This is an optimization exercise on Yosys and OpenROAD, whose aim is small area, not a production implementation.
At most, simulation tests tie the RTL to the original design; equivalence was not proved.
The flow treats the clock pin as an ideal source, which a real chip does not have.

yarrow:
==> module timer_heap_scheduler_core, before the edit <==
module timer_heap_scheduler_core
#(
  parameter int DEPTH = ths_pkg::DEPTH_DEF
) (
  input  logic        clk,
  input  logic        rst_n,
  input  logic        start,
  output logic        busy,
  input  logic        in_operation,
  input  logic [15:0] in_delay,
  input  logic [7:0]  in_timer_id,
  output logic        out_valid,
  output logic [1:0]  out_kind,
  output logic [7:0]  out_fired_id,
  output logic [31:0] out_at_time,
  output logic        out_last
);
  localparam int PW = (DEPTH > 1) ? $clog2(DEPTH) : 1;
  logic          busy_r;      
  logic          op_r;        
  logic          dpass_r;     
  logic          f2_r;        
  logic          found_r;     
  logic          more_r;      
  logic          clr_r;       
  logic [PW-1:0] pcnt_r;      
  logic [7:0]    idr_r;       
  logic [15:0]   dreg_r;      
  logic [31:0]   t_r;         
  logic          ov_r;
  logic          dz;          
  logic [23:0]   head, wdata;
  logic [15:0]   hrel;
  logic [7:0]    hid;
  logic          hfree, hdue, id_lt;
  logic          take_req, ins, take, dec, pass_end;
  logic          found_nxt, more_nxt;
  logic [15:0]   wrel;
  logic [7:0]    wid;
  logic [31:0]   t_inc;
  logic [15:0]   hrel_dec;
  logic [PW-1:0] pcnt_inc;
  always_comb begin
    logic c;
    c = take_req && in_operation;
    for (int i = 0; i < 32; i++) begin
      t_inc[i] = t_r[i] ^ c;
      c        = c & t_r[i];
    end
    c = dec && (hrel != 16'd0);
    for (int i = 0; i < 16; i++) begin
      hrel_dec[i] = hrel[i] ^ c;
      c           = c & ~hrel[i];
    end
    c = 1'b1;
    for (int i = 0; i < PW; i++) begin
      pcnt_inc[i] = pcnt_r[i] ^ c;
      c           = c & pcnt_r[i];
    end
  end
  ths_heap_ram #(.DEPTH(DEPTH)) u_ram (
    .clk   (clk),
    .wdata (wdata),
    .head  (head)
  );
  ths_cmp u_cmp (
    .a  (hid),
    .b  (idr_r),
    .lt (id_lt)
  );
  assign hrel  = head[23:8];
  assign hid   = head[7:0];
  assign hfree = clr_r || (hrel == 16'd0);
  assign hdue  = !clr_r && (hrel == 16'd1);
  assign take_req = rst_n && start && !busy_r;
  assign ins      = busy_r && !op_r && !found_r && hfree;
  assign take     = busy_r && op_r && !dpass_r && hdue && (!found_r || id_lt);
  assign dec      = busy_r && op_r && dpass_r;
  assign pass_end = busy_r && !f2_r && (pcnt_r == PW'(DEPTH - 1));
  assign found_nxt = found_r || ins || take;
  assign more_nxt  = more_r || (busy_r && op_r && !dpass_r && hdue && found_r);
  always_comb begin
    wrel = hrel_dec;
    if (clr_r || (take && !found_r)) begin
      wrel = 16'd0;
    end
    if (ins) begin
      wrel = dreg_r;
    end
  end
  assign wid = (ins || take) ? idr_r : hid;
  assign wdata = {wrel, wid};
  always_ff @(posedge clk) begin
    if (!rst_n) begin
      busy_r <= 1'b0;
      clr_r  <= 1'b1;
      t_r    <= 32'd0;
      ov_r   <= 1'b0;
      f2_r   <= 1'b0;
    end else begin
      ov_r <= 1'b0;
      t_r  <= t_inc;
      if (take_req) begin
        busy_r <= 1'b1;
      end
      if (pass_end) begin
        clr_r <= 1'b0;
        if (!op_r) begin
          ov_r <= 1'b1;
          f2_r <= found_nxt && dz;
          if (!(found_nxt && dz)) begin
            busy_r <= 1'b0;
          end
        end else if (!dpass_r) begin
          ov_r <= found_nxt;
        end else begin
          busy_r <= 1'b0;
        end
      end
      if (f2_r) begin
        ov_r   <= 1'b1;
        busy_r <= 1'b0;
        f2_r   <= 1'b0;
      end
    end
  end
  always_ff @(posedge clk) begin
    pcnt_r  <= pcnt_inc;
    found_r <= found_nxt;
    more_r  <= more_nxt;
    if (take) begin
      idr_r <= hid;
    end
    if (pass_end && op_r) begin
      found_r <= 1'b0;
      more_r  <= 1'b0;
      if (!more_nxt) begin
        dpass_r <= 1'b1;
      end
    end
    if (take_req) begin
      op_r    <= in_operation;
      pcnt_r  <= '0;
      found_r <= 1'b0;
      more_r  <= 1'b0;
      dpass_r <= 1'b0;
      if (!in_operation) begin
        idr_r  <= in_timer_id;
        dreg_r <= in_delay;
      end
    end
  end
  assign busy         = busy_r;
  assign out_valid    = ov_r;
  assign dz = (dreg_r == 16'd0);
  assign out_kind     = (op_r || (found_r && dz && !f2_r)) ? 2'(ths_pkg::KIND_FIRE) :
                        found_r ? 2'(ths_pkg::KIND_ACCEPT) : 2'(ths_pkg::KIND_REJECT);
  assign out_fired_id = idr_r;
  assign out_at_time  = t_r;
  assign out_last     = op_r ? dpass_r : !f2_r;
endmodule
Settings: LEC_CHECK=0, CAP_MARGIN=20, CORE_MARGIN=2, CORE_UTILIZATION=65, CTS_CLUSTER_DIAMETER=80, CTS_CLUSTER_SIZE=36, PLACE_DENSITY=0.8, SLEW_MARGIN=20; clock period 9.0 ns.
standard.sh (not shown) runs the stock make flow with config.mk's settings and CLKGATE_MAP_FILE= SYNTH_SCRIPT=/design/flow/synth_recipe.tcl, a recipe that flattens the netlist after the stock synthesis.
==> flow/flow/run.sh <==
#!/bin/bash
# Layout flow: the standard ORFS flow with two changes that leave the design and the
# measurement alone:
#  - synthesis is the standard flow's own script (synth_recipe.tcl) with ABC's combinational mapping
#    done by an area-oriented script (flow/area.abc) instead of ORFS's speed script;
#    registers, their names and cell types come out as in the standard synthesis;
#    ORFS's half-adder extraction is skipped (ADDER_MAP_FILE empty) so that ABC maps the
#    counters together with their enable and reset logic;
#  - the port buffers are the smallest buffer cell (sky130_fd_sc_hd__buf_1); every input
#    and output port still gets its own buffer.
#  - clock tree synthesis adds no dummy loads (-dont_use_dummy_load); otherwise the same
#    clock_tree_synthesis arguments ORFS builds from CTS_CLUSTER_SIZE/DIAMETER.
# Full tool output: flow_standard.log (and ORFS's per-step logs under orfs/logs).
set -euo pipefail
W=$PWD
ABC_SCRIPT=$W/flow/area.abc
cat > $W/area_synth.tcl <<EOT
proc synth {args} { yosys synth -nofsm -noshare {*}\$args }
proc abc {args} {
  set i [lsearch -exact \$args -script]
  if { \$i >= 0 } { lset args [expr {\$i + 1}] $ABC_SCRIPT }
  yosys abc {*}\$args
}
source \$::env(SCRIPTS_DIR)/synth.tcl
# left out here: clear keep_hierarchy, flatten, clean up
yosys rename -hide {w:*\$func\$*}
write_verilog -noattr -nohex -nodec \$::env(RESULTS_DIR)/1_2_yosys.v
EOT
bash standard.sh SYNTH_SCRIPT=$W/area_synth.tcl ADDER_MAP_FILE= \
  "BUFFER_PORTS_ARGS=-buffer_cell sky130_fd_sc_hd__buf_1" \
  "CTS_ARGS=-sink_clustering_enable -repair_clock_nets -sink_clustering_size 36 -sink_clustering_max_diameter 80 -dont_use_dummy_load -buf_list {sky130_fd_sc_hd__clkbuf_8 sky130_fd_sc_hd__clkbuf_16} -root_buf sky130_fd_sc_hd__clkbuf_8 -tree_buf sky130_fd_sc_hd__clkbuf_8 -sink_clustering_buffer sky130_fd_sc_hd__clkbuf_16" \
  finish > flow_standard.log 2>&1
==> flow/flow/area.abc <==
strash
&get -n
&fraig -x
&put
scorr
dc2
strash
&get -n
&dch -f
&nf -R 1000
&put
strash
&get -n
&dch -f
&nf -R 1000
&put
Setup changes, yarrow to harbor
--- a/flow/design.v
+++ b/flow/design.v
@@ -50,8 +50,7 @@
   localparam int PW = (DEPTH > 1) ? $clog2(DEPTH) : 1;
   logic          busy_r;      
   logic          op_r;        
-  logic          dpass_r;     
-  logic          f2_r;        
+  logic          p2_r;        
   logic          found_r;     
   logic          more_r;      
   logic          clr_r;       
@@ -65,7 +64,7 @@
   logic [15:0]   hrel;
   logic [7:0]    hid;
   logic          hfree, hdue, id_lt;
-  logic          take_req, ins, take, dec, pass_end;
+  logic          take_req, ins, take, dec, pass_end, f2;
   logic          found_nxt, more_nxt;
   logic [15:0]   wrel;
   logic [7:0]    wid;
@@ -106,11 +105,12 @@
   assign hdue  = !clr_r && (hrel == 16'd1);
   assign take_req = rst_n && start && !busy_r;
   assign ins      = busy_r && !op_r && !found_r && hfree;
-  assign take     = busy_r && op_r && !dpass_r && hdue && (!found_r || id_lt);
-  assign dec      = busy_r && op_r && dpass_r;
-  assign pass_end = busy_r && !f2_r && (pcnt_r == PW'(DEPTH - 1));
+  assign take     = busy_r && op_r && !p2_r && hdue && (!found_r || id_lt);
+  assign dec      = busy_r && op_r && p2_r;
+  assign f2       = busy_r && !op_r && p2_r;
+  assign pass_end = busy_r && !(p2_r && !op_r) && (pcnt_r == PW'(DEPTH - 1));
   assign found_nxt = found_r || ins || take;
-  assign more_nxt  = more_r || (busy_r && op_r && !dpass_r && hdue && found_r);
+  assign more_nxt  = more_r || (busy_r && op_r && !p2_r && hdue && found_r);
   always_comb begin
     wrel = hrel_dec;
     if (clr_r || (take && !found_r)) begin
@@ -128,7 +128,6 @@
       clr_r  <= 1'b1;
       t_r    <= 32'd0;
       ov_r   <= 1'b0;
-      f2_r   <= 1'b0;
     end else begin
       ov_r <= 1'b0;
       t_r  <= t_inc;
@@ -139,20 +138,18 @@
         clr_r <= 1'b0;
         if (!op_r) begin
           ov_r <= 1'b1;
-          f2_r <= found_nxt && dz;
           if (!(found_nxt && dz)) begin
             busy_r <= 1'b0;
           end
-        end else if (!dpass_r) begin
+        end else if (!p2_r) begin
           ov_r <= found_nxt;
         end else begin
           busy_r <= 1'b0;
         end
       end
-      if (f2_r) begin
+      if (f2) begin
         ov_r   <= 1'b1;
         busy_r <= 1'b0;
-        f2_r   <= 1'b0;
       end
     end
   end
@@ -163,19 +160,26 @@
     if (take) begin
       idr_r <= hid;
     end
-    if (pass_end && op_r) begin
-      found_r <= 1'b0;
-      more_r  <= 1'b0;
-      if (!more_nxt) begin
-        dpass_r <= 1'b1;
+    if (pass_end) begin
+      if (!op_r) begin
+        p2_r <= found_nxt && dz;
+      end else begin
+        found_r <= 1'b0;
+        more_r  <= 1'b0;
+        if (!more_nxt) begin
+          p2_r <= 1'b1;
+        end
       end
+    end
+    if (f2) begin
+      p2_r <= 1'b0;
     end
     if (take_req) begin
       op_r    <= in_operation;
       pcnt_r  <= '0;
       found_r <= 1'b0;
       more_r  <= 1'b0;
-      dpass_r <= 1'b0;
+      p2_r    <= 1'b0;
       if (!in_operation) begin
         idr_r  <= in_timer_id;
         dreg_r <= in_delay;
@@ -185,9 +189,9 @@
   assign busy         = busy_r;
   assign out_valid    = ov_r;
   assign dz = (dreg_r == 16'd0);
-  assign out_kind     = (op_r || (found_r && dz && !f2_r)) ? 2'(ths_pkg::KIND_FIRE) :
+  assign out_kind     = (op_r || (found_r && dz && !p2_r)) ? 2'(ths_pkg::KIND_FIRE) :
                         found_r ? 2'(ths_pkg::KIND_ACCEPT) : 2'(ths_pkg::KIND_REJECT);
   assign out_fired_id = idr_r;
   assign out_at_time  = t_r;
-  assign out_last     = op_r ? dpass_r : !f2_r;
+  assign out_last     = op_r ? p2_r : !p2_r;
 endmodule
==> comparison <==
Number of instances resized during post-cts repair: yarrow vs harbor, no meaningful difference
Critical path's slowest cell: nor2_1 -> yarrow, or2_0 -> harbor
harbor vs yarrow: via count up slightly
For sum of met3 wire segment lengths after detailed routing, dividing the value from yarrow by the value from harbor gives 1.2.
As far as area added between synthesis and finish is concerned, harbor and yarrow perform about the same.
Changes observed in harbor relative to yarrow: time the worst path needs with I/O delays and setup decreased by 97 ps relative to the old numbers; number of different library cells in the post-synthesis netlist up about 3%.
The RTL of harbor was laid out without a check of its function.

==> static timing again, ports no longer ideal <==
Ports are ideal in the flow. The routed layouts listed here were re-timed in OpenROAD. Step 1 sets driving cells, clkbuf_16 on the clock port and buf_2 on the other inputs (assumed; they add their load-dependent delay and slew). Step 2 adds t to the input delays and takes it off the output delays; t is the mean of the earliest and latest rising clock arrival at the registers after step 1. Input paths then give back, and output paths get back, about the clock's delay inside the block. Slacks: ideal / step 1 / step 2; pairs: ideal / step 1.
run | shift t [ns] | setup slack, ns | slew at the worst register clock pin (ns)
yarrow | 0.580 | 1.489 / 1.504 / 0.924 | 0.12 / 0.12
harbor | 0.582 | 1.585 / 1.601 / 1.019 | 0.12 / 0.12
After both steps every run listed still meets setup and hold. The setup slack of harbor, which loses most, moves by +0.016 ns with the drivers and by -0.566 ns with both steps.
